Context: an optimization exercise on an open-source flow, tuned for small area, a short achievable clock period and few clock cycles per item. The choices shown serve that exercise and are no tape-out recipe. Where RTL was checked, it was by simulation tests only, not by an equivalence proof against the original. No functional check of the RTL was part of runs 3 to 7. Power is estimated from default activity; no workload was simulated.

$ cat run.sh
#!/bin/bash
# synth_recipe.tcl (not shown) runs the flow's synth.tcl, then flattens the netlist and writes it again
# the make line also repeats each setting of config.mk as NAME=value (left out here)
make -C /OpenROAD-flow-scripts/flow DESIGN_CONFIG=/design/flow/config.mk WORK_HOME=/design/flow/orfs CLKGATE_MAP_FILE= SYNTH_SCRIPT=/design/flow/synth_recipe.tcl finish
$ cat config.mk
export PLATFORM = sky130hd
export DESIGN_NAME = dedup_fifo_queue
export DESIGN_NICKNAME = dedup_fifo_queue
export VERILOG_FILES = /design/flow/design.v
export SDC_FILE = /design/flow/constraint.sdc
export NUM_CORES = 4
export LEC_CHECK = 0
export ABC_CLOCK_PERIOD_IN_PS = 2700
export CAP_MARGIN = 20
export CORE_MARGIN = 2
export CORE_UTILIZATION = 50
export PLACE_DENSITY = 0.65
export SETUP_SLACK_MARGIN = 3.3
export SLEW_MARGIN = 40
$ cat constraint.sdc
create_clock -name core_clock -period 6.0 [get_ports {i_clk}]
set_input_delay 1.2000 -clock core_clock [delete_from_list [all_inputs] [get_ports {i_clk}]]
set_output_delay 1.2000 -clock core_clock [all_outputs]
set_load 0.01 [all_outputs]
$ cat design.v
package dfq_pkg;
    localparam int unsigned DATA_W  = 32;
    localparam int unsigned COUNT_W = 5;
    typedef enum logic [1:0] {
        OP_UNIQUE = 2'd0,
        OP_PLAIN  = 2'd1,
        OP_DEQ    = 2'd2,
        OP_CLEAR  = 2'd3
    } t_opcode;
    typedef enum logic [2:0] {
        ST_ENQUEUED  = 3'd0,
        ST_DUPLICATE = 3'd1,
        ST_FULL      = 3'd2,
        ST_EMPTY     = 3'd3,
        ST_DEQUEUED  = 3'd4,
        ST_CLEARED   = 3'd5
    } t_status;
    typedef enum logic [2:0] {
        S_IDLE,
        S_SCAN,
        S_DEQ,
        S_EXEC,
        S_DONE
    } t_state;
    typedef struct packed {
        t_opcode                    opcode;
        logic signed [DATA_W-1:0]   value_in;
    } t_in_req;
    typedef struct packed {
        t_status                    status;
        logic signed [DATA_W-1:0]   value_out;
        logic [COUNT_W-1:0]         count_out;
    } t_out_req;
endpackage
module dedup_fifo_queue #(
    parameter int unsigned QUEUE_DEPTH = 16
) (
    input  logic               i_clk,
    input  logic               i_rst_n,
    input  logic               i_in_valid,
    output logic               o_in_ready,
    input  logic [1:0]         i_in_opcode,
    input  logic [31:0]        i_in_value,
    output logic               o_out_valid,
    input  logic               i_out_ready,
    output logic [2:0]         o_out_status,
    output logic [31:0]        o_out_value,
    output logic [4:0]         o_out_count
);
    localparam int unsigned D  = 16;
    localparam int unsigned DW = dfq_pkg::DATA_W;
    logic          r_valid;
    logic [1:0]    r_op;
    logic [DW-1:0] r_val;
    logic          p_valid;
    logic [2:0]    p_status;
    logic          o_valid;
    logic [2:0]    o_status;
    logic [DW-1:0] o_value;
    logic [4:0]    o_count;
    logic [DW-1:0] mem [D];
    logic [D-1:0]  vld;
    logic [3:0]    head, tail;
    logic [4:0]    count;
    logic          ready;
    assign ready      = !p_valid;
    assign o_in_ready = ready;
    logic full, empty, dup, enq_try, enq_ok, deq_ok, is_uniq, is_deq, is_clr;
    logic [D-1:0] match;
    always_comb begin
        for (int i = 0; i < D; i++) match[i] = vld[i] && (mem[i] == r_val);
    end
    assign full    = count[4];
    assign empty   = (count == 5'd0);
    assign dup     = |match;
    assign is_uniq = (r_op == 2'd0);
    assign is_deq  = (r_op == 2'd2);
    assign is_clr  = (r_op == 2'd3);
    assign enq_try = !r_op[1];
    assign enq_ok  = enq_try && !full && !(is_uniq && dup);
    assign deq_ok  = is_deq && !empty;
    logic [2:0] r_status;
    logic [4:0] r_count;
    always_comb begin
        if (is_clr)                r_status = 3'd5;
        else if (is_deq)           r_status = empty ? 3'd3 : 3'd4;
        else if (is_uniq && dup)   r_status = 3'd1;
        else if (full)             r_status = 3'd2;
        else                       r_status = 3'd0;
        if (is_clr)                r_count = 5'd0;
        else if (enq_ok)           r_count = count + 5'd1;
        else if (deq_ok)           r_count = count - 5'd1;
        else                       r_count = count;
    end
    logic hazard;
    assign hazard = p_valid && (p_status == 3'd4) && (count == 5'd15);
    logic o_can_load, go;
    assign o_can_load = !o_valid || i_out_ready;
    assign go = r_valid && (p_valid ? (o_can_load && !(hazard && enq_try)) : 1'b1);
    logic wr;
    assign wr = enq_try && !full && !hazard;
    always_ff @(posedge i_clk) begin
        for (int i = 0; i < D; i++) begin
            if (wr && tail == 4'(i)) mem[i] <= r_val;
        end
    end
    always_ff @(posedge i_clk) begin
        if (!i_rst_n) begin
            vld   <= '0;
            head  <= '0;
            tail  <= '0;
            count <= '0;
        end else if (go) begin
            count <= r_count;
            if (is_clr) begin
                vld  <= '0;
                head <= '0;
                tail <= '0;
            end else begin
                if (enq_ok) begin
                    vld[tail] <= 1'b1;
                    tail      <= tail + 4'd1;
                end
                if (deq_ok) begin
                    vld[head] <= 1'b0;
                    head      <= head + 4'd1;
                end
            end
        end
    end
    always_ff @(posedge i_clk) begin
        if (!i_rst_n)   r_valid <= 1'b0;
        else if (ready) r_valid <= i_in_valid;
        else if (go)    r_valid <= 1'b0;
    end
    always_ff @(posedge i_clk) begin
        if (ready) begin
            r_op  <= i_in_opcode;
            r_val <= i_in_value;
        end
    end
    always_ff @(posedge i_clk) begin
        if (!i_rst_n)     p_valid <= 1'b0;
        else if (p_valid) p_valid <= o_can_load ? go : 1'b1;
        else              p_valid <= r_valid && !o_can_load;
    end
    always_ff @(posedge i_clk) begin
        if (!p_valid || o_can_load) p_status <= r_status;
    end
    logic [3:0]    rd_idx;
    logic          rd_en;
    logic [DW-1:0] rd_val;
    assign rd_idx = p_valid ? head - 4'd1 : head;
    assign rd_en  = p_valid ? (p_status == 3'd4) : deq_ok;
    always_comb begin
        rd_val = '0;
        for (int i = 0; i < D; i++) begin
            if (rd_en && rd_idx == 4'(i)) rd_val = rd_val | mem[i];
        end
    end
    always_ff @(posedge i_clk) begin
        if (!i_rst_n)        o_valid <= 1'b0;
        else if (o_can_load) o_valid <= p_valid || r_valid;
    end
    always_ff @(posedge i_clk) begin
        if (o_can_load) begin
            o_status <= p_valid ? p_status : r_status;
            o_count  <= p_valid ? count : r_count;
            o_value  <= rd_val;
        end
    end
    assign o_out_valid  = o_valid;
    assign o_out_status = o_status;
    assign o_out_value  = o_value;
    assign o_out_count  = o_count;
endmodule
==> summary.txt, run 1 <==
* Placed cell areas at ~0.031 mm2
* Design Power at ~9.8 mW
* Fmax at between 300 and 400 MHz
* Crit path launch type: register
* Root buf cell: clkbuf_16
* Synth cell types at 67
* Setup Viol. Count Final at 0
* Port bufs at 79
* Via Count at around 23000
* Yosys top cell area share at approximately three fifths
* Worst skew pair latency at ~0.63 ns
* Status: complete, no violations
* DR iter-0 viols at about 3800
* Cell Count, Final, Fillers Out at 3335
* CP Launch Point: r_val[11]
* Initial Util at between 50% and 60%
* Antenna-violating nets left at 0
* Top FF cell, synth: edfxtp_1
* RSZ-0062 raised after global routing: yes
* CTS Buffer Depth at 3
* Ys Warns at 2
* Clock power share at between 40% and 50%
* RR Startpoint: r_val[11]
* Max_cap viols at 0
* R2r setup slk at roughly 2.7 ns
* TritonCTS clock tree: done
* Min Hold Slack at ~0.55 ns
* Final instance area at a little under 0.04 mm2
* Sink Count at a little over 600
* Asr flop ratio synth at 0%
* Proportion of power drawn by flip-flops and latches at ~50%
* Io pins at 80
* Netlist Area Pre-Place at ~0.03 mm2
* DRT Wirelength at 124000 um
* TNS Setup at 0 ns
* Row count at 88
* Die Span X at around 250 um
* Count leader, synth: edfxtp_1
* Tcrit/Tclk final at 54.8%
* Initial antenna violation count at 6
* Worst EP arrival at roughly 3.8 ns
* Power per Cell Area at ~250 mW/mm2
* CTS clk-pin slew, worst paths at 0.06 ns
* Pleak at 14.1 nW
* Synth area leaders: edfxtp_1 (60%), xor2_1 (14%), a22oi_1 (3.1%)
* Setup WS post-layout at about 2.7 ns
* Placed cells at 2918
* Vias in the first global route at 21100
* Met3 global-route usage at under 10%
* CP endpoint kind: register
* Worst slew pin tran at about 0.75 ns
* Post-Synthesis Cells at 2108
* Sw Ratio at approximately 24%
* Int Power at 7.43 mW
* Die area at 0.0604 mm2
* First-pass iteration count of the detailed router at 6
* DRC at 0
* Seq cells post-synth at between 600 and 700
* Core area at roughly 0.058 mm2
* Die H at about 250 um
* Relative slew slack at roughly 50%
* Largest net degree at the start of global routing at 42
* Slew Limit Fails at 0
* P&R area growth vs syn at 36.1%
* H-tree depth at 3
* Combinational share of power at between 8 and 9%
* Worst reg2reg endpoint: o_count[3]
* Fillers at 3862
* Fin util at 68.8%
* Worst VDD drop at between 0.2 and 0.3 mV
* Overall fraction of global-route tracks in use at ~40%
* Sequential fraction of the synthesis area at between 60% and 70%
* Top cells by count, synth: edfxtp_1 (589), xor2_1 (466), a22oi_1 (121), nor4_1 (114), nand3_1 (76)
* Syn avg cell area at roughly 14 um2
* Drt wl/cell at ~37 um
* Final hold violations at 0
* Via density at about 6.9
* Crit-path max FO at 6
* FF-to-FF path depth at 14
* Clock Skews at ~0.025 ns
* Switch Pwr at approximately 2.4 mW
* GR Overflow Total at 0
* GP Congestion at about 1.0
* Busiest layer in global routing: met2
* Crit Path Category: reg2reg
* Tightest Hold Check Type: reg2reg
* Crit path to: o_count[3]
* Setup WS pre-CTS at 1.85 ns
* TritonCTS Buffers at 69
* Syn Nets at 2161
* Post-layout min period at between 3 and 4 ns
* Cell taking the most area after synthesis: edfxtp_1
* CP required at about 6.5 ns
* First-pass GRT wire length at ~160000 um
* Nets at 2566
* Grt met1 use at between 50% and 60%
* Layout cells sized above 1 at between 30% and 40%
* Met2 usage at 57.7%
* DP HPWL at 75100 um
* Number of synthesized flops with an enable pin at just under 600
## registers in the layout, indices dropped and copies added, names as in the netlist
| name | count |
|---|---|
| vld | 16 |
| o_value | 32 |
| tail | 4 |
| o_status | 3 |
| o_count | 5 |
| r_op | 2 |
| p_valid | 1 |
| head | 4 |
| r_val | 32 |
| o_valid | 1 |
| p_status | 3 |
| count | 5 |
| r_valid | 1 |
| mem | 512 |
## what timing repair did
| action | in CTS | in global routing |
|---|---|---|
| hold endpoints to repair | 0 | 0 |
| pin swaps | 123 | 102 |
| setup endpoints to repair | 601 | 349 |
| buffers inserted | 162 | 96 |
| gates cloned | 21 | 10 |
| gates resized for setup | 447 | 202 |
| hold buffers | 0 | 0 |
## placed cells by master, fill, tap and decap left out, types with 24 or more instances in the layout
master           netlist  layout
edfxtp_1             589     589
nand4_1               28      28
nor2_4                 0      29
buf_6                 18      58
clkbuf_16              0      82
buf_4                 35     229
nand2_1               40      34
a22oi_1              121     111
xor2_1               466     410
xor2_2                 1      47
xnor2_1               44      41
nand3_1               76      49
nor2_1                65      25
nor3_1                37      24
nor4_1               114      50
dfxtp_1               32      25
clkdlybuf4s50_1        0      48
nor4_2                 0      46
buf_12                 2      53
a221oi_2               0      32
a22o_1                69      50
a221oi_4               0      31
## worst min path at each step
stage	startpoint	end	slack, ns	cells past startpoint
2_1_floorplan	vld[0]	vld[0]	0.44	2
3_3_place_gp	r_val[12]	mem[14][12]	0.51	0
3_5_place_dp	r_val[12]	mem[14][12]	0.53	0
4_1_cts	vld[12]	vld[12]	0.55	2
5_1_grt	vld[12]	vld[12]	0.57	2
6_report	vld[12]	vld[12]	0.55	2
## layer usage
layer | vias up | wire (um)
met5 | - | 26
met3 | 454 | 16200
met1 | 11500 | 44300
li1 | 8923 | -
met4 | 4 | 10700
met2 | 2015 | 52600
## final cells by class
class                   instances  area, um2  area share (%)
multi-input cells            1331      13000            32.7
clock inverters                41        256           0.645
diodes                          2       5.00          0.0126
well taps                     765        957            2.41
clock buffers                  85       1860            4.68
flip-flops and latches        621      18300            46.1
repair buffers                464       5240            13.2
inverters                      26        113           0.283
## worst max-delay path, cell delays in order, from the launching register on
cell	delay, ns
edfxtp_1	0.47
buf_6	0.19
buf_4	0.14
buf_4	0.16
xor2_1	0.15
nor3_1	0.45
nand3_1	0.12
or3_1	0.32
nand4_1	0.12
buf_4	0.13
o41ai_4	0.12
buf_4	0.19
a31oi_4	0.21
mux2_4	0.32
o21ai_2	0.05
## power groups by stage
stage                     logic (mW)  registers (mW)  clock network (mW)
after global routing           0.892            4.86                4.25
after detailed placement       0.577            4.98                   0
final                          0.875            4.85                4.08
after floorplan                0.333            4.96                   0
after CTS                      0.767            4.85                4.09
after global placement         0.557            4.99                   0
## logic make-up (layout without fill, tap and decap cells)
| kind of cell | count (synthesis) | after routing | synth area share (%) |
|---|---|---|---|
| other cells | 0 | 2 | 0 |
| fa+ha+maj | 15 | 15 | 0.642 |
| mux | 3 | 3 | 0.115 |
| simple gates | 439 | 442 | 8.36 |
| flops | 621 | 621 | 62.7 |
| xor+xnor | 511 | 511 | 15.3 |
| buf+inv | 161 | 616 | 3.25 |
| compound gates | 358 | 360 | 9.65 |
Testbench counts, summed over its fixed seeds: cycles 9,616, items 9,600.
==> inputs of run 2 (changes only) <==
--- a/config.mk
+++ b/config.mk
@@ -5,10 +5,8 @@
 export SDC_FILE = /design/flow/constraint.sdc
 export NUM_CORES = 4
 export LEC_CHECK = 0
-export ABC_CLOCK_PERIOD_IN_PS = 2700
 export CAP_MARGIN = 20
 export CORE_MARGIN = 2
 export CORE_UTILIZATION = 50
 export PLACE_DENSITY = 0.65
-export SETUP_SLACK_MARGIN = 3.3
 export SLEW_MARGIN = 40
==> run 2 against run 1 <==
  * Critical endpoint is now o_count[0]
  * Largest power group unchanged
  * Highest routed layer unchanged
  * Clock skew is 0.0043 ns lower
  * Non-clock buffer count down 294
  * Register-to-register slack lost 1.2 ns
==> summary.txt, run 2 <==
* Status: complete, no violations
* DR iter-0 viols at 3340 (-12%)
* Die area at 0.0604 mm2 (unchanged)
* Crit Path Category: reg2reg
* Ys Warns at 2 (unchanged)
* Slew Limit Fails at 0 (unchanged)
* RR Startpoint: r_val[5]
* Fmax at 220 MHz (-28%)
* DR WL met3 at 11900 um (-26%)
* Layout cells sized above 1 at 10.3% (-23 points)
* Root buf cell: clkbuf_16
* Top cells by count, synth: edfxtp_1 (589), xor2_1 (466), a22oi_1 (121), nor4_1 (114), nand3_1 (76)
* Wl on met1 at 41600 um (-6.1%)
* Count leader, synth: edfxtp_1
* Post-Synthesis Cells at 2108 (unchanged)
* Cts repair resizes at 0 (-100%)
* Vias in the first global route at 19100 (-9.3%)
* Power per Cell Area at 289 mW/mm2 (+17%)
* Largest net degree at the start of global routing at 42 (unchanged)
* Most used cells in the layout excluding fill and tap cells: edfxtp_1 (589), xor2_1 (466), a22oi_1 (121)
* Crit path to: o_count[0]
* Setup Viol. Count Final at 0 (unchanged)
* Slowest cell delay on critical path at 0.89 ns (+0.42 ns)
* First-pass iteration count of the detailed router at 5 (-1)
* Post-layout min period at 4.54 ns (+1.25 ns)
* Worst slew pin tran at 0.962 ns (+0.215 ns)
* CP Launch Point: r_val[5]
* Most flop-heavy register: mem
* Yosys top cell area share at 60.5% (unchanged)
* Crit path launch type: register
* Antenna-violating nets left at 0 (unchanged)
* Combinational share of power at 6.3% (-2.6 points)
* Met2 WL at 47200 um (-10%)
* H-tree depth at 3 (unchanged)
* Int Power at 7.36 mW (-0.97%)
* Top FF cell, synth: edfxtp_1
* CP max-delay cell: edfxtp_1
* Asr flop ratio synth at 0% (unchanged)
* Max_cap viols at 0 (unchanged)
* Cell Count, Final, Fillers Out at 3035 (-9.0%)
* R2r setup slk at 1.46 ns (-1.25 ns)
* CP required at 6.36 ns (-0.11 ns)
* CTS Buffer Depth at 3 (unchanged)
* Die Span X at 246 um (unchanged)
* Worst VDD drop at 0.342 mV (+35%)
* P&R area growth vs syn at 13.7%
* Crit-path max FO at 27 (+21)
* First-pass GRT wire length at 147000 um (-9.9%)
* Via Count at 20200 (-11%)
* GP Congestion at 1.04 (+4.3%)
* Sw Ratio at 23.4% (-0.82 points)
* Final hold violations at 0 (unchanged)
* Post-CTS Hold Buffers at 0 (unchanged)
* DP HPWL at 74600 um (-0.60%)
* Largest regs: mem x512, o_value x32, r_val x32
* Nets at 2267 (-12%)
* CTS clk-pin slew, worst paths at 0.06 ns (about the same)
* Sink Count at 621 (unchanged)
* Hold path depth at 2 (unchanged)
* Die H at 246 um (unchanged)
* Drt wl/cell at 35.1 um (-5.4%)
* Design Power at 9.61 mW (-2.0%)
* Seq cells post-synth at 621 (unchanged)
* Port bufs at 79 (unchanged)
* Row count at 88 (unchanged)
* DRC at 0 (unchanged)
* Synth cell types at 67 (unchanged)
* Via density at 6.67 (-2.7%)
* Netlist Area Pre-Place at 0.0292 mm2 (unchanged)
* TNS Setup at 0 ns (unchanged)
* FF-to-FF path depth at 10 (-4)
* Post-CTS Setup Inserts at 0 (-100%)
* Tcrit/Tclk final at 75.7% (+21 points)
* Proportion of power drawn by flip-flops and latches at 50.8% (+1.3 points)
* Core area at 0.0578 mm2 (unchanged)
* Cell taking the most area after synthesis: edfxtp_1
* Initial antenna violation count at 10 (+4)
* TritonCTS Buffers at 69 (unchanged)
* Worst reg2reg endpoint: o_count[0]
* Tightest Hold Check Type: reg2reg
* Cell Chain, Critical Path: buf_4 -> xor2_1 -> nor4_1 -> nand3_1 -> or3_1 -> nand4_1 -> nor4_4 -> o21ai_4 -> and2_1 -> o31ai_1
* Syn avg cell area at 13.9 um2 (unchanged)
* Sequential fraction of the synthesis area at 62.7% (unchanged)
* Synth area leaders: edfxtp_1 (60%), xor2_1 (14%), a22oi_1 (3.1%)
* Fillers at 4627 (+20%)
* Overall fraction of global-route tracks in use at 35.1% (-4.1 points)
* TritonCTS clock tree: done
* Relative slew slack at 35.9% (-14 points)
* Initial Util at 50.6% (unchanged)
* Max reg flops at 512 (unchanged)
* Pleak at 11.0 nW (-22%)
* DRT Wirelength at 107000 um (-14%)
* Switch Pwr at 2.25 mW (-5.3%)
* Commonest non-fill, non-tap cell in the layout: edfxtp_1
* CP endpoint kind: register
* Worst EP arrival at 4.90 ns (+1.14 ns)
* Number of synthesized flops with an enable pin at 589 (unchanged)
* GR Overflow Total at 0 (unchanged)
* Clock Skews at 0.0207 ns (-0.00432 ns)
* Syn Nets at 2161 (unchanged)
* Worst skew pair latency at 0.62 ns (about the same)
* Highest metal used: met5
* Io pins at 80 (unchanged)
* Placed cells at 2906 (-0.41%)
* Clock power share at 43.0% (+1.4 points)
* RSZ-0062 raised after global routing: no
-- run 2: cell counts after synthesis --
Identical to the previous run, type by type.
-- run 2: area by class of cell --
| class | instances | area, um2 | area share [%] |
|---|---|---|---|
| Sequential cell | 621 | 18300 | 55.1 |
| Timing Repair Buffer | 170 | 1540 | 4.62 |
| Multi-Input combinational cell | 1326 | 10200 | 30.6 |
| Clock inverter | 33 | 259 | 0.779 |
| Antenna cell | 2 | 5.00 | 0.0151 |
| Tap cell | 765 | 957 | 2.88 |
| Clock buffer | 92 | 1900 | 5.71 |
| Inverter | 26 | 100 | 0.301 |
-- run 2: worst max-delay path: cells and delay by family (launching register included) --
family | cells | cell delay [ns]
DFF | 1 | 0.89
xor gates and xnor gates | 1 | 0.17
AOI/OAI and AO/OA | 2 | 0.64
buffers and inverters | 1 | 0.41
and+or+nand+nor | 6 | 2.13
-- run 2: how the worst min path moves through the flow --
stage / end / slack, ns / startpoint
after floorplan: vld[0] / 0.43 / vld[0]
after global placement: vld[2] / 0.52 / vld[2]
after global routing: vld[0] / 0.55 / vld[0]
after CTS: vld[0] / 0.54 / vld[0]
after detailed placement: vld[0] / 0.53 / vld[0]
final: vld[0] / 0.56 / vld[0]
-- run 2: per-stage QoR --
stage | utilization (%) | setup slack (ns) | area, um2 | hold WS (ns)
2_1_floorplan | - | 1.98 | 29200 | 0.431
4_1_cts | 57.5 | 1.65 | 33200 | 0.542
5_1_grt | 57.5 | 1.47 | 33200 | 0.553
3_3_place_gp | 53.4 | 1.38 | 30900 | 0.525
6_report | 57.5 | 1.46 | 33200 | 0.555
3_5_place_dp | 53.7 | 1.66 | 31100 | 0.535
-- run 2: power groups by stage --
stage	logic [mW]	registers, mW	clock network [mW]
final	0.601	4.88	4.13
after global routing	0.618	4.89	4.31
after CTS	0.584	4.88	4.16
after detailed placement	0.581	4.97	0
after global placement	0.554	4.99	0
after floorplan	0.318	4.96	0
-- run 2: logic make-up after synthesis --
logic type	Yosys count	synth area share, %
adders and majority gates	15	0.642
muxes	3	0.115
xor gates and xnor gates	511	15.3
buffers and inverters	161	3.25
DFF	621	62.7
AOI/OAI and AO/OA	358	9.65
and+or+nand+nor	439	8.36
-- run 2: layer usage --
layer  track usage (%)  vias to the layer above
met2              52.7                     1492
met3              7.09                      235
met5                 0                        -
met1              49.1                    10200
li1                  -                     8343
met4              16.5                        4
==> inputs of run 3 (changes only) <==
--- a/design.v
+++ b/design.v
@@ -52,6 +52,9 @@
     logic          r_valid;
     logic [1:0]    r_op;
     logic [DW-1:0] r_val;
+    logic [D-1:0]  r_match;   
+    logic          r_eqp;     
+    logic          r_lenq;    
     logic          p_valid;
     logic [2:0]    p_status;
     logic          o_valid;
@@ -66,13 +69,16 @@
     assign ready      = !p_valid;
     assign o_in_ready = ready;
     logic full, empty, dup, enq_try, enq_ok, deq_ok, is_uniq, is_deq, is_clr;
+    logic [3:0]   last_slot;
     logic [D-1:0] match;
+    assign last_slot = tail - 4'd1;
     always_comb begin
-        for (int i = 0; i < D; i++) match[i] = vld[i] && (mem[i] == r_val);
+        for (int i = 0; i < D; i++)
+            match[i] = vld[i] && r_match[i] && !(r_lenq && last_slot == 4'(i));
     end
     assign full    = count[4];
     assign empty   = (count == 5'd0);
-    assign dup     = |match;
+    assign dup     = (|match) || (r_lenq && r_eqp);
     assign is_uniq = (r_op == 2'd0);
     assign is_deq  = (r_op == 2'd2);
     assign is_clr  = (r_op == 2'd3);
@@ -133,10 +139,17 @@
         else if (ready) r_valid <= i_in_valid;
         else if (go)    r_valid <= 1'b0;
     end
+    logic [D-1:0] in_match;
+    always_comb begin
+        for (int i = 0; i < D; i++) in_match[i] = (mem[i] == i_in_value);
+    end
     always_ff @(posedge i_clk) begin
         if (ready) begin
-            r_op  <= i_in_opcode;
-            r_val <= i_in_value;
+            r_op    <= i_in_opcode;
+            r_val   <= i_in_value;
+            r_match <= in_match;
+            r_eqp   <= (i_in_value == r_val);
+            r_lenq  <= go && enq_ok;
         end
     end
     always_ff @(posedge i_clk) begin
--- a/config.mk
+++ b/config.mk
@@ -5,8 +5,10 @@
 export SDC_FILE = /design/flow/constraint.sdc
 export NUM_CORES = 4
 export LEC_CHECK = 0
+export ABC_CLOCK_PERIOD_IN_PS = 2700
 export CAP_MARGIN = 20
 export CORE_MARGIN = 2
 export CORE_UTILIZATION = 50
 export PLACE_DENSITY = 0.65
+export SETUP_SLACK_MARGIN = 3.3
 export SLEW_MARGIN = 40
==> run 3 against run 2 <==
  * Worst hold slack got worse by 0.056 ns
  * Synthesized cell count rose by 3.4%
  * Power rose by 3.5%
  * Combinational power rose by 27%
  * Sequential cell count rose by 18
  * Count of clock-buffer cells in the layout fell by 8
  * Setup slack improved by 1.6 ns
  * Critical path type unchanged
  * Largest power group unchanged
==> summary.txt, run 3 <==
* Status: complete, no violations
* Relative slew slack at 38.3% (+2.4 points)
* RSZ-0062 raised after global routing: yes
* Cell Count, Final, Fillers Out at 3238 (+6.7%)
* Die Span X at 249 um (+1.3%)
* Top cells by count, synth: edfxtp_1 (607), xor2_1 (544), nor4_1 (136), a22oi_1 (134), clkbuf_1 (101)
* CP max-delay cell: dfxtp_4
* TritonCTS clock tree: done
* First-pass GRT wire length at 166000 um (+13%)
* Crit path launch type: register
* Io pins at 80 (unchanged)
* Worst EP arrival at 3.19 ns (-1.71 ns)
* Vias in the first global route at 21300 (+11%)
* Number of synthesized flops with an enable pin at 607 (+3.1%)
* Final instance area at 0.0375 mm2 (+13%)
* Die H at 249 um (+1.3%)
* Clock Skews at 0.0288 ns (+0.00812 ns)
* Layout cells sized above 1 at 24.2% (+14 points)
* Largest regs: mem x512, o_value x32, r_val x32
* Tightest Hold Check Type: reg2reg
* Setup WS pre-CTS at 2.08 ns (+0.416 ns)
* GR Overflow Total at 0 (unchanged)
* CP delay by family, top: simple AND/OR/NAND/NOR gates
* Slowest cell delay on critical path at 0.36 ns (-0.53 ns)
* Fillers at 4226 (-8.7%)
* Slew Limit Fails at 0 (unchanged)
* Crit-path most repeated cell: buf_12
* Yosys top cell area share at 60.8% (+0.28 points)
* Final hold violations at 0 (unchanged)
* Worst VDD drop at 0.222 mV (-35%)
* Top FF cell, synth: edfxtp_1
* CP endpoint kind: register
* Fmax at 346 MHz (+57%)
* Count leader, synth: edfxtp_1
* Nets at 2467 (+8.8%)
* Synth area leaders: edfxtp_1 (61%), xor2_1 (16%), a22oi_1 (3.4%)
* Crit Path Category: reg2reg
* Setup WS post-layout at 3.11 ns (+1.65 ns)
* Design Power at 9.95 mW (+3.5%)
* Crit-path max FO at 7 (-74%)
* Root buf cell: clkbuf_16
* Ys Warns at 2 (unchanged)
* Setup Viol. Count Final at 0 (unchanged)
* Initial Util at 50.7% (+0.14 points)
* Post-Synthesis Cells at 2179 (+3.4%)
* Via density at 6.96 (+4.3%)
* CP required at 6.30 ns (-0.06 ns)
* Asr flop ratio synth at 0% (unchanged)
* Drt wl/cell at 37.4 um (+6.6%)
* Pleak at 13.1 nW (+19%)
* Initial antenna violation count at 3 (-7)
* Reg area at 0.0189 mm2 (+3.1%)
* Placed cells at 2976 (+2.4%)
* Tcrit/Tclk final at 48.2% (-27 points)
* Cell Chain, Critical Path: inv_4 -> ha_4 -> nor4b_4 -> nor3_4 -> buf_8 -> a31oi_4 -> buf_12 -> nor2_4 -> buf_12 -> a22o_1 -> a221oi_2 -> and3_4 -> nand4_1
* Post-CTS Hold Buffers at 0 (unchanged)
* Max reg flops at 512 (unchanged)
* H-tree depth at 3 (unchanged)
* Post-layout min period at 2.89 ns (-1.65 ns)
* Row count at 89 (+1.1%)
* Commonest non-fill, non-tap cell in the layout: edfxtp_1
* Most used cells in the layout excluding fill and tap cells: edfxtp_1 (607), xor2_1 (544), buf_4 (130)
* Antenna-violating nets left at 0 (unchanged)
* CTS clk-pin slew, worst paths at 0.06 ns (about the same)
* Worst slew pin tran at 0.926 ns (-0.0363 ns)
* P&R area growth vs syn at 25.1%
* Power per Cell Area at 265 mW/mm2 (-8.3%)
* Largest net degree at the start of global routing at 43 (+2.4%)
* DRT Wirelength at 121000 um (+14%)
* DR iter-0 viols at 3569 (+6.9%)
* Syn avg cell area at 13.8 um2 (-0.77%)
* Netlist Area Pre-Place at 0.0300 mm2 (+2.6%)
* CTS Buffer Depth at 3 (unchanged)
* Cell taking the most area after synthesis: edfxtp_1
* Die area at 0.0620 mm2 (+2.5%)
* Multi-input gate area at 0.0121 mm2 (+19%)
* DP HPWL at 76800 um (+2.9%)
* Core area at 0.0591 mm2 (+2.3%)
* Seq cells post-synth at 639 (+2.9%)
* Syn Nets at 2233 (+3.3%)
* Worst path bufs/invs at 4 (+3)
* Max_cap viols at 0 (unchanged)
* Sequential fraction of the synthesis area at 62.9% (+0.23 points)
* First-pass iteration count of the detailed router at 6 (+1)
* Placed cell areas at 0.0322 mm2 (+3.6%)
* Port bufs at 79 (unchanged)
* TNS Setup at 0 ns (unchanged)
* GP Congestion at 1.03 (-1.2%)
* Overall fraction of global-route tracks in use at 38.3% (+3.2 points)
* TritonCTS Buffers at 70 (+1.4%)
* Synth cell types at 68 (+1.5%)
* Sink Count at 639 (+2.9%)
* DRC at 0 (unchanged)
* Most flop-heavy register: mem
* Via Count at 22500 (+11%)
* Worst skew pair latency at 0.64 ns (+0.02 ns)
[run 3: cell count changes after synthesis, moves of 18 or more]
cell,delta
nor3_1,-21
nand3_1,-58
a41oi_1,+18
xnor2_1,-42
nand4_1,+45
and4_1,-28
edfxtp_1,+18
clkbuf_1,+54
nor4_1,+22
and3_1,+28
xor2_1,+78
buf_4,-35
[run 3: path summary, 6_finish.rpt]
path	start	to	slack (ns)	cells after the start
worst max-delay path	count[1]	o_value[25]	3.11	13
worst min-delay path	vld[1]	vld[1]	0.50	2
worst max register to register	count[1]	o_value[25]	3.11	13
worst min register to register	vld[1]	vld[1]	0.50	2
[run 3: kinds of logic (layout without fill, tap and decap cells)]
family | count (synthesis) | count (layout) | synth area share [%]
xor+xnor | 546 | 546 | 15.9
buf+inv | 156 | 437 | 2.26
simple gates | 424 | 425 | 7.84
mux | 6 | 6 | 0.217
other cells | 0 | 2 | 0
flops | 639 | 639 | 62.9
compound gates | 392 | 394 | 10.2
fa+ha+maj | 16 | 16 | 0.667
[run 3: layout make-up]
class	count	share of cell area, %
clock inverter	38	0.904
antenna	2	0.0133
timing repair buffer	298	8.83
sequential	639	50.4
tap	773	2.58
inverter	16	0.273
clock buffer	84	4.81
multi-input combinational	1387	32.2
timing repair inverter	1	0.0433
[run 3: repair_timing]
item | CTS | global route
hold endpoints to repair | 0 | 0
resized for setup | 305 | 120
setup buffers | 97 | 21
pin swaps | 81 | 59
gates cloned | 16 | 4
endpoints found under the setup margin | 617 | 500
[run 3: tightest hold or removal path, cell delays in order, from the launching register on]
cell	delay, ns
dfxtp_1	0.35
a41oi_2	0.04
nor2_1	0.07
[run 3: through the flow]
step	hold WS, ns	utilization, %
3_3_place_gp	0.472	54.4
5_1_grt	0.513	63.5
3_5_place_dp	0.473	54.5
6_report	0.499	63.5
4_1_cts	0.486	62.3
2_1_floorplan	0.442	-
[run 3: routing by layer]
metal  share of wire [%]  global-route usage, %
met2                  43                   56.3
met1                  36                   50.9
met4                 8.6                   25.3
met5                   0                      0
met3                  13                   9.05
[run 3: where the power goes]
group	switching (mW)	internal [mW]
clock	1.82	2.33
sequential	0.0906	4.95
combinational	0.523	0.242
==> inputs of run 4 (changes only) <==
--- a/design.v
+++ b/design.v
@@ -65,6 +65,8 @@
     logic [D-1:0]  vld;
     logic [3:0]    head, tail;
     logic [4:0]    count;
+    logic          empty_r;   
+    logic [3:0]    rd_ptr;    
     logic          ready;
     assign ready      = !p_valid;
     assign o_in_ready = ready;
@@ -77,7 +79,7 @@
             match[i] = vld[i] && r_match[i] && !(r_lenq && last_slot == 4'(i));
     end
     assign full    = count[4];
-    assign empty   = (count == 5'd0);
+    assign empty   = empty_r;
     assign dup     = (|match) || (r_lenq && r_eqp);
     assign is_uniq = (r_op == 2'd0);
     assign is_deq  = (r_op == 2'd2);
@@ -116,8 +118,10 @@
             head  <= '0;
             tail  <= '0;
             count <= '0;
+            empty_r <= 1'b1;
         end else if (go) begin
             count <= r_count;
+            empty_r <= (r_count == 5'd0);
             if (is_clr) begin
                 vld  <= '0;
                 head <= '0;
@@ -152,25 +156,29 @@
             r_lenq  <= go && enq_ok;
         end
     end
+    logic p_next;
     always_ff @(posedge i_clk) begin
-        if (!i_rst_n)     p_valid <= 1'b0;
-        else if (p_valid) p_valid <= o_can_load ? go : 1'b1;
-        else              p_valid <= r_valid && !o_can_load;
+        if (!i_rst_n) p_valid <= 1'b0;
+        else          p_valid <= p_next;
     end
     always_ff @(posedge i_clk) begin
         if (!p_valid || o_can_load) p_status <= r_status;
     end
-    logic [3:0]    rd_idx;
+    always_comb begin
+        if (p_valid) p_next = o_can_load ? go : 1'b1;
+        else         p_next = r_valid && !o_can_load;
+    end
+    always_ff @(posedge i_clk) begin
+        if (!i_rst_n)                rd_ptr <= '0;
+        else if (p_next)             rd_ptr <= go ? head : rd_ptr;
+        else if (go && is_clr)       rd_ptr <= '0;
+        else if (go && deq_ok)       rd_ptr <= head + 4'd1;
+        else                         rd_ptr <= head;
+    end
     logic          rd_en;
     logic [DW-1:0] rd_val;
-    assign rd_idx = p_valid ? head - 4'd1 : head;
     assign rd_en  = p_valid ? (p_status == 3'd4) : deq_ok;
-    always_comb begin
-        rd_val = '0;
-        for (int i = 0; i < D; i++) begin
-            if (rd_en && rd_idx == 4'(i)) rd_val = rd_val | mem[i];
-        end
-    end
+    assign rd_val = mem[rd_ptr] & {DW{rd_en}};
     always_ff @(posedge i_clk) begin
         if (!i_rst_n)        o_valid <= 1'b0;
         else if (o_can_load) o_valid <= p_valid || r_valid;
==> run 4 against run 3 <==
  * Global-route usage increased by 4.5 points
  * Largest power group unchanged
  * Sequential power about the same
  * Still clean on timing, DRC and antenna
  * Critical path type unchanged
  * Sequential share of layout area increased by 1.6 points
  * Final area decreased by 2.6%
  * Cell count increased by 1.6%
  * Synthesized cell count increased by 5.1%
  * Highest routed layer is now met5
  * Synthesized area increased by 0.76%
==> summary.txt, run 4 <==
* Status: complete, no violations
* Seq cells post-synth at 644 (+0.78%)
* Min Hold Slack at 0.479 ns (-0.0200 ns)
* Top cells by count, synth: edfxtp_1 (607), xor2_1 (545), a22oi_1 (185), nor4_1 (139), clkbuf_1 (127)
* Worst reg2reg endpoint: empty_r
* Asr flop ratio synth at 0% (unchanged)
* DP HPWL at 92200 um (+20%)
* Io pins at 80 (unchanged)
* Count leader, synth: edfxtp_1
* Tightest Hold Check Type: reg2reg
* RR Startpoint: tail[1]
* Netlist Area Pre-Place at 0.0302 mm2 (+0.76%)
* Tcrit/Tclk final at 48.7% (+0.47 points)
* Max reg flops at 512 (unchanged)
* Crit-path max FO at 7 (unchanged)
* Largest net degree at the start of global routing at 42 (-2.3%)
* Via Count at 23400 (+3.7%)
* Top FF cell, synth: edfxtp_1
* CP Launch Point: tail[1]
* FF-to-FF path depth at 11 (-2)
* DR iter-0 viols at 4286 (+20%)
* Combinational share of power at 7.7% (about the same)
* Relative slew slack at 30.8% (-7.5 points)
* Clock power share at 43.8% (+2.2 points)
* Fillers at 4640 (+9.8%)
* DRT Wirelength at 135000 um (+11%)
* DRC at 0 (unchanged)
* P&R area growth vs syn at 21.0%
* Adder-Cell Fraction of Synth Area at 0.621% (-0.046 points)
* H-tree depth at 3 (unchanged)
* CTS clk-pin slew, worst paths at 0.06 ns (about the same)
* Die H at 250 um (+0.37%)
* CP endpoint kind: register
* Post-Synthesis Cells at 2290 (+5.1%)
* Setup Viol. Count Final at 0 (unchanged)
* Compound-cell area share of the yosys netlist at 9.23% (-0.96 points)
* Syn avg cell area at 13.2 um2 (-4.1%)
* TritonCTS Buffers at 71 (+1.4%)
* Sw Ratio at 24.4% (-0.051 points)
* Most flop-heavy register: mem
* Vias in the first global route at 21600 (+1.7%)
* Ys Warns at 2 (unchanged)
* CP required at 6.53 ns (+0.23 ns)
* Largest regs: mem x512, o_value x32, r_val x32
* Core area at 0.0600 mm2 (+1.5%)
* Syn Nets at 2343 (+4.9%)
* Clock Skews at 0.0289 ns (+0.0000792 ns)
* TNS Setup at 0 ns (unchanged)
* TritonCTS clock tree: done
* Drt wl/cell at 40.9 um (+9.3%)
* Via density at 7.10 (+2.0%)
* Proportion of power drawn by flip-flops and latches at 48.5% (-2.2 points)
* First-pass iteration count of the detailed router at 7 (+1)
* CTS Buffer Depth at 3 (unchanged)
* Die Span X at 250 um (+0.37%)
* Crit path to: empty_r
* Layout cells sized above 1 at 18.2% (-6.0 points)
* Cell taking the most area after synthesis: edfxtp_1
* Worst slew pin tran at 1.03 ns (+0.104 ns)
* Main combinational cell family by area after synthesis: XOR/XNOR gates
* Nets at 2505 (+1.5%)
* R2r setup slk at 3.08 ns (-0.03 ns)
* Slew Limit Fails at 0 (unchanged)
* Worst skew pair latency at 0.63 ns (about the same)
* Die area at 0.0624 mm2 (+0.75%)
* Row count at 90 (+1.1%)
* GR Overflow Total at 0 (unchanged)
* Most used cells in the layout excluding fill and tap cells: edfxtp_1 (607), xor2_1 (529), a22oi_1 (184)
* Root buf cell: clkbuf_16
* Post-Synth Simple-Gate Area at 9.17% (+1.3 points)
* Max_cap viols at 0 (unchanged)
* Yosys top cell area share at 60.3% (-0.46 points)
* Switch Pwr at 2.54 mW (+4.7%)
* Crit Path Category: reg2reg
* Overall fraction of global-route tracks in use at 42.8% (+4.5 points)
* Sequential fraction of the synthesis area at 62.7% (-0.15 points)
* First-pass GRT wire length at 182000 um (+9.7%)
* Synth cell types at 69 (+1.5%)
* Fmax at 343 MHz (-0.97%)
* Synth area leaders: edfxtp_1 (60%), xor2_1 (16%), a22oi_1 (4.6%)
* Power per Cell Area at 286 mW/mm2 (+7.7%)
* Number of synthesized flops with an enable pin at 607 (unchanged)
* RSZ-0062 raised after global routing: yes
* Crit path launch type: register
* GP Congestion at 1.20 (+17%)
* Initial Util at 50.4% (-0.37 points)
* Final hold violations at 0 (unchanged)
* Worst VDD drop at 0.225 mV (+1.4%)
* Mux cell area share after synthesis at 0.178% (-0.039 points)
* Pleak at 12.6 nW (-4.2%)
* Worst EP arrival at 3.45 ns (+0.26 ns)
* XOR/XNOR Fraction of Synth Area at 15.8% (-0.092 points)
* Antenna-violating nets left at 0 (unchanged)
* Port bufs at 79 (unchanged)
* Initial antenna violation count at 10 (+7)
* Int Power at 7.90 mW (+5.0%)
* Post-layout min period at 2.92 ns (+0.0283 ns)
* Commonest non-fill, non-tap cell in the layout: edfxtp_1
* Sink Count at 644 (+0.78%)
[run 4: changes by cell type after synthesis, moves of 40 or more]
cell | previous run | this run
a22oi_1 | 134 | 185
a21oi_1 | 23 | 66
a22o_1 | 64 | 23
nor3_1 | 16 | 56
nor2_1 | 78 | 123
a221oi_1 | 64 | 24
[run 4: logic make-up (layout without fill, tap and decap cells)]
group                    Yosys count  after routing
flip-flops                       644            644
XOR/XNOR                         547            547
AND/OR/NAND/NOR                  528            528
AO/OA/AOI/OAI                    388            388
buffers and inverters            163            378
adder cells (fa/ha/maj)           15             15
multiplexers                       5              5
other                              0              4
[run 4: what timing repair did]
action,CTS,global route
setup endpoints to repair,633,165
cloned,1,0
gates resized for setup,129,109
hold buffers,0,0
buffers inserted,57,11
pin swaps,45,39
[run 4: cell type report]
| class | instances | area, um2 | area share [%] |
|---|---|---|---|
| repair buffers | 234 | 2290 | 6.27 |
| multi-input cells | 1483 | 11800 | 32.3 |
| clock inverters | 39 | 474 | 1.30 |
| clock buffers | 87 | 1910 | 5.22 |
| diodes | 4 | 10.0 | 0.0274 |
| flip-flops and latches | 644 | 19000 | 51.9 |
| inverters | 18 | 103 | 0.281 |
| well taps | 782 | 978 | 2.68 |
[run 4: routing by layer]
metal	vias up	routed length, um	global-route usage, %
met5	-	140	0
met4	8	12200	30.5
met3	538	20900	18.2
met2	2219	55100	58.9
met1	11600	46300	54.1
li1	9045	-	-
[run 4: power groups by stage]
stage	combinational [mW]	sequential [mW]	clock, mW
final	0.803	5.07	4.57
after global routing	0.799	5.08	4.72
after CTS	0.721	5.07	4.57
after detailed placement	0.679	5.16	0
after global placement	0.681	5.16	0
after floorplan	0.318	5.14	0
[run 4: metrics by stage]
| stage | total power, mW | instances | utilization [%] | worst slack [ns] | cell area (um2) |
|---|---|---|---|---|---|
| 6_report | 10.4 | 3291 | 60.9 | 3.08 | 36600 |
| 5_1_grt | 10.6 | 3287 | 60.9 | 2.95 | 36600 |
| 4_1_cts | 10.4 | 3276 | 59.9 | 3.05 | 35900 |
| 3_5_place_dp | 5.84 | 3092 | 54.3 | 1.97 | 32600 |
| 3_3_place_gp | 5.84 | 3082 | 53.7 | 1.37 | 32200 |
| 2_1_floorplan | 5.46 | 2290 | - | 2.91 | 30300 |
[run 4: critical path: stages (launching register included)]
cell       delay [ns]
dfxtp_4          0.38
buf_4            0.17
ha_1             0.48
o21ai_0          0.19
nor3_1           0.19
and3_2           0.28
and4_4           0.28
buf_6            0.11
o2111ai_4        0.12
and3_1           0.21
o31a_1           0.26
o31ai_2          0.16
[run 4: how the worst min path moves through the flow]
| stage | startpoint | to | slack [ns] | depth (start not counted) |
|---|---|---|---|---|
| 2_1_floorplan | vld[15] | vld[15] | 0.45 | 2 |
| 3_3_place_gp | vld[4] | vld[4] | 0.47 | 2 |
| 3_5_place_dp | vld[6] | vld[6] | 0.47 | 2 |
| 4_1_cts | vld[6] | vld[6] | 0.48 | 2 |
| 5_1_grt | r_val[16] | mem[12][16] | 0.51 | 0 |
| 6_report | vld[6] | vld[6] | 0.48 | 2 |
==> inputs of run 5 (changes only) <==
--- a/config.mk
+++ b/config.mk
@@ -5,10 +5,11 @@
 export SDC_FILE = /design/flow/constraint.sdc
 export NUM_CORES = 4
 export LEC_CHECK = 0
-export ABC_CLOCK_PERIOD_IN_PS = 2700
+export ABC_CLOCK_PERIOD_IN_PS = 2300
 export CAP_MARGIN = 20
 export CORE_MARGIN = 2
 export CORE_UTILIZATION = 50
 export PLACE_DENSITY = 0.65
-export SETUP_SLACK_MARGIN = 3.3
+export SETUP_SLACK_MARGIN = 3.7
 export SLEW_MARGIN = 40
+export TNS_END_PERCENT = 10
==> run 5 against run 4 <==
  * Power fell by 0.24%
  * Still clean
  * Combinational power is 17% higher
  * Critical path type unchanged
  * Highest routed layer unchanged
  * Sequential share of layout area decreased by 2.1 points
  * Synthesized cell count did not move
  * Final area increased by 4.4%
  * First-iteration DRC count decreased by 2.6%
==> summary.txt, run 5 <==
* Status: complete, no violations
* Largest net degree at the start of global routing at 42 (unchanged)
* Pleak at 13.1 nW (+4.1%)
* Crit Path Category: reg2reg
* Syn avg cell area at 13.2 um2 (unchanged)
* Port bufs at 79 (unchanged)
* CP required at 6.36 ns (-0.17 ns)
* TritonCTS clock tree: done
* H-tree depth at 3 (unchanged)
* CP endpoint kind: register
* Vias in the first global route at 21900 (+1.3%)
* CTS clk-pin slew, worst paths at 0.06 ns (about the same)
* Final hold violations at 0 (unchanged)
* Slowest cell delay on critical path at 0.39 ns (-0.09 ns)
* Via Count at 23600 (+0.93%)
* GP Congestion at 1.14 (-4.6%)
* Core area at 0.0600 mm2 (unchanged)
* Top cells by count, synth: edfxtp_1 (607), xor2_1 (545), a22oi_1 (185), nor4_1 (139), clkbuf_1 (127)
* Die Span X at 250 um (unchanged)
* Syn Nets at 2343 (unchanged)
* Post-Synthesis Cells at 2290 (unchanged)
* Fmax at 349 MHz (+2.0%)
* Via density at 6.97 (-1.8%)
* Cell Chain, Critical Path: inv_4 -> ha_4 -> o41ai_4 -> buf_6 -> a31oi_4 -> nor4_4 -> and4_4 -> nor2_4 -> mux2i_1 -> nand2_1 -> mux2_4
* Most used cells in the layout excluding fill and tap cells: edfxtp_1 (607), xor2_1 (504), a22oi_1 (183)
* Tightest Hold Check Type: reg2reg
* Die area at 0.0624 mm2 (unchanged)
* Sequential fraction of the synthesis area at 62.7% (unchanged)
* Sink Count at 644 (unchanged)
* Initial antenna violation count at 3 (-7)
* Worst path bufs/invs at 2 (unchanged)
* Placed cell areas at 0.0328 mm2 (+0.61%)
* Power per Cell Area at 273 mW/mm2 (-4.4%)
* Netlist Area Pre-Place at 0.0302 mm2 (unchanged)
* Worst slew pin tran at 1.02 ns (-0.00450 ns)
* DRC at 0 (unchanged)
* Most flop-heavy register: mem
* Seq cells post-synth at 644 (unchanged)
* Setup Viol. Count Final at 0 (unchanged)
* Crit-path max FO at 6 (-1)
* Final instance area at 0.0382 mm2 (+4.4%)
* TritonCTS Buffers at 71 (unchanged)
* CP delay by family, top: simple AND/OR/NAND/NOR gates
* DRT Wirelength at 140000 um (+4.1%)
* Asr flop ratio synth at 0% (unchanged)
* Io pins at 80 (unchanged)
* Max reg flops at 512 (unchanged)
* Count leader, synth: edfxtp_1
* Antenna-violating nets left at 0 (unchanged)
* TNS Setup at 0 ns (unchanged)
* Post-CTS Hold Buffers at 0 (unchanged)
* Ys Warns at 2 (unchanged)
* P&R area growth vs syn at 26.3%
* Slew Limit Fails at 0 (unchanged)
* Root buf cell: clkbuf_16
* Worst EP arrival at 3.22 ns (-0.23 ns)
* GR Overflow Total at 0 (unchanged)
* Die H at 250 um (unchanged)
* Clock Skews at 0.0224 ns (-0.00645 ns)
* RSZ-0062 raised after global routing: yes
* Worst skew pair latency at 0.63 ns (about the same)
* Yosys top cell area share at 60.3% (unchanged)
* DP HPWL at 95000 um (+3.1%)
* Number of synthesized flops with an enable pin at 607 (unchanged)
* Post-layout min period at 2.86 ns (-0.0580 ns)
* Worst VDD drop at 0.256 mV (+14%)
* CP max-delay cell: nor4_4
* DR iter-0 viols at 4175 (-2.6%)
* Top FF cell, synth: edfxtp_1
* Crit path launch type: register
* Cell taking the most area after synthesis: edfxtp_1
* Initial Util at 50.4% (unchanged)
* Synth area leaders: edfxtp_1 (60%), xor2_1 (16%), a22oi_1 (4.6%)
* Tcrit/Tclk final at 47.7% (-0.97 points)
* Row count at 90 (unchanged)
* First-pass iteration count of the detailed router at 6 (-1)
* CTS Buffer Depth at 3 (unchanged)
* Relative slew slack at 31.5% (+0.70 points)
* Nets at 2597 (+3.7%)
* Commonest non-fill, non-tap cell in the layout: edfxtp_1
* Design Power at 10.4 mW (-0.24%)
* Overall fraction of global-route tracks in use at 43.9% (+1.1 points)
* Max_cap viols at 0 (unchanged)
* Drt wl/cell at 41.5 um (+1.3%)
* First-pass GRT wire length at 186000 um (+2.4%)
* Largest regs: mem x512, o_value x32, r_val x32
* Layout cells sized above 1 at 24.1% (+5.9 points)
* Synth cell types at 69 (unchanged)
## run 5: cell counts after synthesis
Identical to the previous run, type by type.
## run 5: worst paths after layout
check | startpoint | end | slack [ns] | depth (start not counted)
max | tail[1] | o_count[1] | 3.14 | 11
min | vld[15] | vld[15] | 0.48 | 2
max reg2reg | tail[1] | o_count[1] | 3.14 | 11
min reg2reg | vld[15] | vld[15] | 0.48 | 2
## run 5: worst min-delay path, cell delays in order, from the launching register on
cell	delay, ns
dfxtp_1	0.31
inv_1	0.07
a221oi_2	0.05
## run 5: kinds of logic (layout without fill, tap and decap cells)
kind of cell	count (synthesis)	after routing	share of synthesized area (%)
DFF	644	644	62.7
muxes	5	5	0.178
xor gates and xnor gates	547	547	15.8
buffers and inverters	163	471	2.21
AOI/OAI and AO/OA	388	388	9.23
and+or+nand+nor	528	528	9.17
adders and majority gates	15	15	0.621
other	0	1	0
## run 5: cell type report
class | instances | area [um2]
Timing Repair Buffer | 326 | 3450
Inverter | 18 | 83.8
Fill cell | 4563 | 21900
Sequential cell | 644 | 19000
Multi-Input combinational cell | 1483 | 12400
Clock inverter | 35 | 367
Clock buffer | 92 | 1900
Antenna cell | 1 | 2.50
Tap cell | 782 | 978
## run 5: per-stage QoR
step	util [%]	hold slack, ns	worst slack, ns	cells
floorplan	-	0.446	3.23	2290
global placement	53.7	0.464	1.04	3083
detailed placement	54.6	0.477	1.88	3101
CTS	61.1	0.485	3.18	3307
global route	63.6	0.508	3.09	3380
finish	63.6	0.479	3.14	3381
## run 5: per-layer routing
metal / share of wire [%] / global-route usage [%] / routed length [um]
met3: 15 / 14.6 / 20900
met5: 0.024 / 0 / 34
met1: 35 / 57.7 / 49300
met4: 7.8 / 26.7 / 10900
met2: 42 / 63.2 / 59000
## run 5: report_power, final
part / switching [mW] / total [mW] / internal, mW / leakage [nW]
Combinational: 0.627 / 0.936 / 0.309 / 5.98
Clock: 1.87 / 4.41 / 2.54 / 1.09
Sequential: 0.0929 / 5.07 / 4.98 / 6.01
Total: 2.59 / 10.4 / 7.83 / 13.1
## run 5: what timing repair did
item / 4_1_cts / 5_1_grt
buffers inserted: 74 / 73
pin swaps: 56 / 56
gates resized for setup: 249 / 248
endpoints found under the setup margin: 678 / 634
gates cloned: 5 / 0
==> inputs of run 6 (changes only) <==
--- a/design.v
+++ b/design.v
@@ -71,16 +71,9 @@
     assign ready      = !p_valid;
     assign o_in_ready = ready;
     logic full, empty, dup, enq_try, enq_ok, deq_ok, is_uniq, is_deq, is_clr;
-    logic [3:0]   last_slot;
-    logic [D-1:0] match;
-    assign last_slot = tail - 4'd1;
-    always_comb begin
-        for (int i = 0; i < D; i++)
-            match[i] = vld[i] && r_match[i] && !(r_lenq && last_slot == 4'(i));
-    end
     assign full    = count[4];
     assign empty   = empty_r;
-    assign dup     = (|match) || (r_lenq && r_eqp);
+    assign dup     = (|r_match) || (r_lenq && r_eqp);
     assign is_uniq = (r_op == 2'd0);
     assign is_deq  = (r_op == 2'd2);
     assign is_clr  = (r_op == 2'd3);
@@ -143,9 +136,12 @@
         else if (ready) r_valid <= i_in_valid;
         else if (go)    r_valid <= 1'b0;
     end
-    logic [D-1:0] in_match;
+    logic [D-1:0] in_match, keep;
     always_comb begin
-        for (int i = 0; i < D; i++) in_match[i] = (mem[i] == i_in_value);
+        for (int i = 0; i < D; i++) begin
+            keep[i]     = vld[i] && !(r_valid && (is_clr || (deq_ok && head == 4'(i))));
+            in_match[i] = keep[i] && (mem[i] == i_in_value);
+        end
     end
     always_ff @(posedge i_clk) begin
         if (ready) begin
@@ -153,7 +149,7 @@
             r_val   <= i_in_value;
             r_match <= in_match;
             r_eqp   <= (i_in_value == r_val);
-            r_lenq  <= go && enq_ok;
+            r_lenq  <= r_valid && enq_ok;
         end
     end
     logic p_next;
--- a/config.mk
+++ b/config.mk
@@ -10,6 +10,6 @@
 export CORE_MARGIN = 2
 export CORE_UTILIZATION = 50
 export PLACE_DENSITY = 0.65
-export SETUP_SLACK_MARGIN = 3.7
+export SETUP_SLACK_MARGIN = 3.8
 export SLEW_MARGIN = 40
 export TNS_END_PERCENT = 10
==> run 6 against run 5 <==
  * Highest routed layer unchanged
  * Cell count is 3.1% higher
  * Global-route usage is 6.2 points higher
  * Synthesized cell count up 2.5%
  * Utilization increased by 1.7 points
  * Largest power group unchanged
  * Still clean on timing, DRC and antenna
  * Fmax is 6.9% lower
==> summary.txt, run 6 <==
* Crit path launch type: input port
* Placed cell areas at 0.0333 mm2 (+1.7%)
* Die H at 252 um (+1.0%)
* Fmax at 325 MHz (-6.9%)
* Ys Warns at 2 (unchanged)
* TNS Setup at 0 ns (unchanged)
* Cell taking the most area after synthesis: edfxtp_1
* Setup Viol. Count Final at 0 (unchanged)
* Pleak at 13.7 nW (+4.6%)
* Top FF cell, synth: edfxtp_1
* Top cells by count, synth: edfxtp_1 (607), xor2_1 (280), xnor2_1 (269), clkbuf_1 (122), nor2_1 (89)
* Mux cell area share after synthesis at 0.803% (+0.62 points)
* Adder-Cell Fraction of Synth Area at 0.568% (-0.053 points)
* Overall fraction of global-route tracks in use at 50.1% (+6.2 points)
* Setup WS pre-CTS at 1.00 ns (-0.872 ns)
* Drt wl/cell at 47.7 um (+15%)
* GR Overflow Total at 0 (unchanged)
* Placed cells at 3158 (+1.8%)
* Int Power at 8.08 mW (+3.2%)
* Die area at 0.0637 mm2 (+2.1%)
* Asr flop ratio synth at 0% (unchanged)
* Setup WS post-layout at 2.93 ns (-0.212 ns)
* FF-to-FF path depth at 5 (-6)
* Tightest Hold Check Type: reg2reg
* DR iter-0 viols at 5528 (+32%)
* Combinational share of power at 10.1% (+1.1 points)
* Worst slew pin tran at 1.07 ns (+0.0455 ns)
* Layout cells sized above 1 at 27.7% (+3.6 points)
* DR WL met3 at 28400 um (+36%)
* Post-layout min period at 3.07 ns (+0.212 ns)
* RSZ-0062 raised after global routing: yes
* HP Start: p_status[0]
* Initial Util at 50.3% (-0.080 points)
* TritonCTS Buffers at 73 (+2.8%)
* Met2 WL at 66400 um (+13%)
* Netlist Area Pre-Place at 0.0309 mm2 (+2.1%)
* Synth cell types at 71 (+2.9%)
* Clock Skews at 0.0249 ns (+0.00252 ns)
* Worst VDD drop at 0.255 mV (-0.71%)
* Final instance area at 0.0401 mm2 (+5.0%)
* XOR/XNOR Fraction of Synth Area at 15.6% (-0.27 points)
* CTS clk-pin slew, worst paths at 0.06 ns (about the same)
* Vias in the first global route at 23200 (+6.1%)
* P&R area growth vs syn at 29.9%
* First-pass iteration count of the detailed router at 8 (+2)
* Yosys top cell area share at 59.1% (-1.2 points)
* Post-Synth Simple-Gate Area at 8.77% (-0.39 points)
* DP HPWL at 109000 um (+15%)
* Sequential fraction of the synthesis area at 61.5% (-1.3 points)
* Highest metal used: met5
* Max_cap viols at 0 (unchanged)
* Post-CTS Hold Buffers at 0 (unchanged)
* Relative slew slack at 28.4% (-3.0 points)
* Sw Ratio at 25.4% (+0.47 points)
* H-tree depth at 3 (unchanged)
* Core area at 0.0614 mm2 (+2.2%)
* Status: complete, no violations
* Seq cells post-synth at 644 (unchanged)
* Initial antenna violation count at 19 (+16)
* Switch Pwr at 2.74 mW (+5.8%)
* Max reg flops at 512 (unchanged)
* Synth area leaders: edfxtp_1 (59%), xor2_1 (7.9%), xnor2_1 (7.6%)
* RR Startpoint: mem[0][30]
* Hold path depth at 2 (unchanged)
* Fin util at 65.3% (+1.7 points)
* Crit-path max FO at 2 (-4)
* Largest net degree at the start of global routing at 45 (+7.1%)
* Syn avg cell area at 13.1 um2 (-0.44%)
* Worst skew pair latency at 0.63 ns (about the same)
* Most used cells in the layout excluding fill and tap cells: edfxtp_1 (607), xor2_1 (264), xnor2_1 (183)
* Antenna-violating nets left at 0 (unchanged)
* Nets at 2680 (+3.2%)
* CP Launch Point: i_in_value[30]
* First-pass GRT wire length at 211000 um (+13%)
* CTS Buffer Depth at 3 (unchanged)
* Worst EP arrival at 3.48 ns (+0.26 ns)
* Clock power share at 43.0% (+0.6 points)
* Tcrit/Tclk final at 51.2% (+3.5 points)
* Cell Count, Final, Fillers Out at 3485 (+3.1%)
* Via density at 7.47 (+7.1%)
* Wl on met1 at 54400 um (+10%)
* Row count at 91 (+1.1%)
* GP Congestion at 1.10 (-3.8%)
* Power per Cell Area at 270 mW/mm2 (-1.2%)
* Io pins at 80 (unchanged)
* Crit Path Category: in2reg
* Sink Count at 644 (unchanged)
* DRT Wirelength at 166000 um (+19%)
* Compound-cell area share of the yosys netlist at 10.4% (+1.2 points)
* Die Span X at 252 um (+1.0%)
* Largest regs: mem x512, o_value x32, r_val x32
* Root buf cell: clkbuf_16
* Number of synthesized flops with an enable pin at 607 (unchanged)
* CP endpoint kind: register
* DRC at 0 (unchanged)
* Main combinational cell family by area after synthesis: XOR/XNOR gates
* Port bufs at 79 (unchanged)
* Final hold violations at 0 (unchanged)
* Proportion of power drawn by flip-flops and latches at 46.9% (-1.8 points)
* TritonCTS clock tree: done
* CP required at 6.41 ns (+0.05 ns)
* Count leader, synth: edfxtp_1
* Most flop-heavy register: mem
* Syn Nets at 2400 (+2.4%)
* Commonest non-fill, non-tap cell in the layout: edfxtp_1
* Via Count at 26000 (+10%)
* Slew Limit Fails at 0 (unchanged)
* Post-Synthesis Cells at 2348 (+2.5%)
## run 6: area by class of cell
type                       count  area, um2
tap                          790        988
inverter                      30        121
multi-input combinational   1519      13600
sequential                   644      19000
fill                        4454      21300
clock inverter                37        419
antenna                       10       25.0
timing repair buffer         360       3910
clock buffer                  95       1980
## run 6: worst max-delay path, cell delays in order
cell	delay [ns]
buf_6	0.10
buf_12	0.12
xnor2_4	0.17
nand4_1	0.42
nor4_4	0.66
nand4_1	0.45
nor4_4	0.36
## run 6: path summary, 6_finish.rpt
kind	end	slack, ns
min reg2reg	o_status[0]	0.56
max reg2reg	r_match[0]	3.19
min	o_status[0]	0.56
max	r_match[0]	2.93
## run 6: cell families (layout without fill, tap and decap cells)
family / count (synthesis) / count (layout)
other cells: 0 / 10
flops: 644 / 644
buf+inv: 189 / 522
simple gates: 495 / 498
fa+ha+maj: 14 / 14
mux: 23 / 23
xor+xnor: 549 / 549
compound gates: 434 / 435
## run 6: metrics by stage
step	hold slack [ns]	power [mW]
final	0.558	10.8
after global routing	0.560	10.9
after CTS	0.551	10.6
after detailed placement	0.538	5.98
after global placement	0.533	5.97
after floorplan	0.440	5.52
## run 6: what timing repair did
item                                   4_1_cts  5_1_grt
setup endpoints to repair                  687      568
endpoints found under the hold margin        0        0
setup buffers                               88       83
gates cloned                                 6        8
pin swaps                                   74       65
gates resized for setup                    426      231
## run 6: per-layer routing
layer / GRT usage (%) / vias up
met5: 0 / -
met3: 22.3 / 839
met1: 61.5 / 12800
met4: 36.5 / 24
met2: 69.9 / 2813
li1: - / 9588
## run 6: power groups by stage
stage	Clock, mW	Sequential [mW]	Combinational, mW
floorplan	0	5.14	0.380
global placement	0	5.16	0.810
detailed placement	0	5.17	0.808
CTS	4.61	5.07	0.950
global route	4.78	5.08	1.08
finish	4.65	5.07	1.09
==> inputs of run 7 (changes only) <==
==> config.mk (replaced) <==
export PLATFORM = sky130hd
export DESIGN_NAME = dedup_fifo_queue
export DESIGN_NICKNAME = dedup_fifo_queue
export VERILOG_FILES = /design/flow/design.v
export SDC_FILE = /design/flow/constraint.sdc
export NUM_CORES = 4
export LEC_CHECK = 0
export ABC_CLOCK_PERIOD_IN_PS = 2700
export CAP_MARGIN = 20
export CORE_MARGIN = 2
export CORE_UTILIZATION = 50
export PLACE_DENSITY = 0.65
export SETUP_SLACK_MARGIN = 3.3
export SLEW_MARGIN = 40
==> run 7 against run 6 <==
  * Still clean
  * Synthesized area unchanged
  * Combinational power fell by 8%
  * Sequential power is essentially flat
  * Sequential cell count is the same
  * Worst hold slack got worse by 0.00085 ns
  * Cell count shrank 2.4%
  * Sequential share of layout area rose by 2.3 points
  * Critical path type is now reg2reg
  * Highest routed layer unchanged
==> summary.txt, run 7 <==
* Worst skew pair latency at 0.65 ns (+0.02 ns)
* Combinational share of power at 9.5% (-0.6 points)
* Initial antenna violation count at 25 (+6)
* Post-CTS Hold Buffers at 0 (unchanged)
* Power per Cell Area at 277 mW/mm2 (+2.5%)
* Final hold violations at 0 (unchanged)
* CP delay by family, top: simple AND/OR/NAND/NOR gates
* R2r setup slk at 3.15 ns (-0.04 ns)
* Synth cell types at 71 (unchanged)
* CP max-delay cell: nor2_1
* Via density at 7.41 (-0.83%)
* Int Power at 7.87 mW (-2.6%)
* Via Count at 25200 (-3.2%)
* Post-layout min period at 2.85 ns (-0.225 ns)
* Worst VDD drop at 0.270 mV (+5.9%)
* Die H at 252 um (unchanged)
* GR Overflow Total at 0 (unchanged)
* Die Span X at 252 um (unchanged)
* Die area at 0.0637 mm2 (unchanged)
* Syn avg cell area at 13.1 um2 (unchanged)
* Tcrit/Tclk final at 47.5% (-3.8 points)
* Clock Skews at 0.0333 ns (+0.00836 ns)
* Initial Util at 50.3% (unchanged)
* Overall fraction of global-route tracks in use at 49.7% (-0.45 points)
* Cell Count, Final, Fillers Out at 3402 (-2.4%)
* Worst EP arrival at 3.33 ns (-0.15 ns)
* Setup Viol. Count Final at 0 (unchanged)
* CP endpoint kind: register
* Antenna-violating nets left at 0 (unchanged)
* TritonCTS Buffers at 72 (-1.4%)
* TritonCTS clock tree: done
* H-tree depth at 3 (unchanged)
* P&R area growth vs syn at 23.8%
* FF-to-FF path depth at 8 (+3)
* Tightest Hold Check Type: reg2reg
* Io pins at 80 (unchanged)
* GP Congestion at 1.17 (+6.2%)
* Nets at 2598 (-3.1%)
* Status: complete, no violations
* Top cells by count, synth: edfxtp_1 (607), xor2_1 (280), xnor2_1 (269), clkbuf_1 (122), nor2_1 (89)
* Cell taking the most area after synthesis: edfxtp_1
* Largest net degree at the start of global routing at 39 (-13%)
* Layout cells sized above 1 at 20.3% (-7.4 points)
* CP Launch Point: rd_ptr[2]
* Met3 global-route usage at 22.1% (-0.16 points)
* Busiest layer in global routing: met2
* Slowest cell delay on critical path at 0.81 ns (+0.15 ns)
* CTS clk-pin slew, worst paths at 0.06 ns (about the same)
* Vias in the first global route at 23000 (-1.1%)
* Number of synthesized flops with an enable pin at 607 (unchanged)
* Grt met1 use at 61.2% (-0.30 points)
* Sw Ratio at 25.6% (+0.24 points)
* Ys Warns at 2 (unchanged)
* Proportion of power drawn by flip-flops and latches at 48.1% (+1.2 points)
* Placed cells at 3152 (-0.19%)
* Seq cells post-synth at 644 (unchanged)
* Post-Synthesis Cells at 2348 (unchanged)
* Slew Limit Fails at 0 (unchanged)
* CP required at 6.49 ns (+0.08 ns)
* Yosys top cell area share at 59.1% (unchanged)
* RR Startpoint: rd_ptr[2]
* DRT Wirelength at 160000 um (-3.9%)
* DP HPWL at 111000 um (+1.6%)
* Worst path bufs/invs at 3 (+1)
* Number of cells on the critical path at 8 (+1)
* Crit-path most repeated cell: nor2_1
* Syn Nets at 2400 (unchanged)
* First-pass GRT wire length at 208000 um (-1.1%)
* Row count at 91 (unchanged)
* Commonest non-fill, non-tap cell in the layout: edfxtp_1
* CTS Buffer Depth at 3 (unchanged)
[run 7: cell counts after synthesis]
Identical to the previous run, type by type.
[run 7: layer usage]
metal | share of wire, % | vias to the layer above
met5 | 0.061 | -
met3 | 17 | 696
met1 | 34 | 12400
met2 | 41 | 2712
met4 | 9.3 | 16
li1 | - | 9409
[run 7: cell type report]
type / count / share of cell area (%)
Antenna cell: 13 / 0.0852
Clock buffer: 89 / 4.97
Clock inverter: 38 / 1.08
Inverter: 30 / 0.318
Multi-Input combinational cell: 1515 / 33.1
Sequential cell: 644 / 49.7
Tap cell: 790 / 2.59
Timing Repair Buffer: 282 / 8.12
Timing Repair inverter: 1 / 0.0197
[run 7: worst min path at each step]
| stage | from | endpoint | slack [ns] | cells after the start |
|---|---|---|---|---|
| 4_1_cts | vld[1] | vld[1] | 0.55 | 2 |
| 6_report | vld[1] | vld[1] | 0.56 | 2 |
| 5_1_grt | vld[8] | vld[8] | 0.59 | 1 |
| 3_3_place_gp | p_status[0] | o_status[0] | 0.54 | 2 |
| 3_5_place_dp | vld[1] | vld[1] | 0.54 | 2 |
| 2_1_floorplan | vld[8] | vld[8] | 0.44 | 1 |
[run 7: stage by stage]
step | worst slack [ns] | utilization (%) | power [mW] | hold WS, ns | cell area [um2]
floorplan | 2.87 | - | 5.52 | 0.440 | 31000
global placement | 1.66 | 53.7 | 5.97 | 0.542 | 33000
detailed placement | 1.71 | 54.0 | 5.98 | 0.538 | 33200
CTS | 2.98 | 61.1 | 10.4 | 0.551 | 37500
global route | 3.30 | 62.2 | 10.7 | 0.591 | 38200
finish | 3.15 | 62.2 | 10.6 | 0.558 | 38200
[run 7: power groups by stage]
stage / clock network, mW / registers, mW / logic (mW)
2_1_floorplan: 0 / 5.14 / 0.382
3_3_place_gp: 0 / 5.17 / 0.805
3_5_place_dp: 0 / 5.18 / 0.800
4_1_cts: 4.46 / 5.08 / 0.908
5_1_grt: 4.61 / 5.09 / 0.986
6_report: 4.49 / 5.08 / 1.00
[run 7: logic make-up after synthesis]
| family | share of synthesized area [%] |
|---|---|
| xor gates and xnor gates | 15.6 |
| muxes | 0.803 |
| and+or+nand+nor | 8.77 |
| adders and majority gates | 0.568 |
| buffers and inverters | 2.39 |
| AOI/OAI and AO/OA | 10.4 |
| DFF | 61.5 |
[run 7: worst register-to-register path, cell delays in order (launching register included)]
cell and delay (ns):
dfxtp_4 0.43, buf_16 0.24, inv_1 0.09, buf_4 0.25
nor2_1 0.83, a22oi_1 0.22, nor3_1 0.38, a2111oi_4 0.12
nor2_1 0.14
[run 7: what timing repair did]
action	in CTS	in global routing
resized for setup	242	94
buffers inserted	86	17
cloned	6	1
pin swaps	44	32
endpoints found under the setup margin	596	444

Check on run 7: ideal ports give 3.152 ns setup slack; a clkbuf_16 on the clock port and buf_2 on the inputs give 3.152 ns; moving port delays by the midpoint clock arrival (0.706 ns) as well gives 2.571 ns.
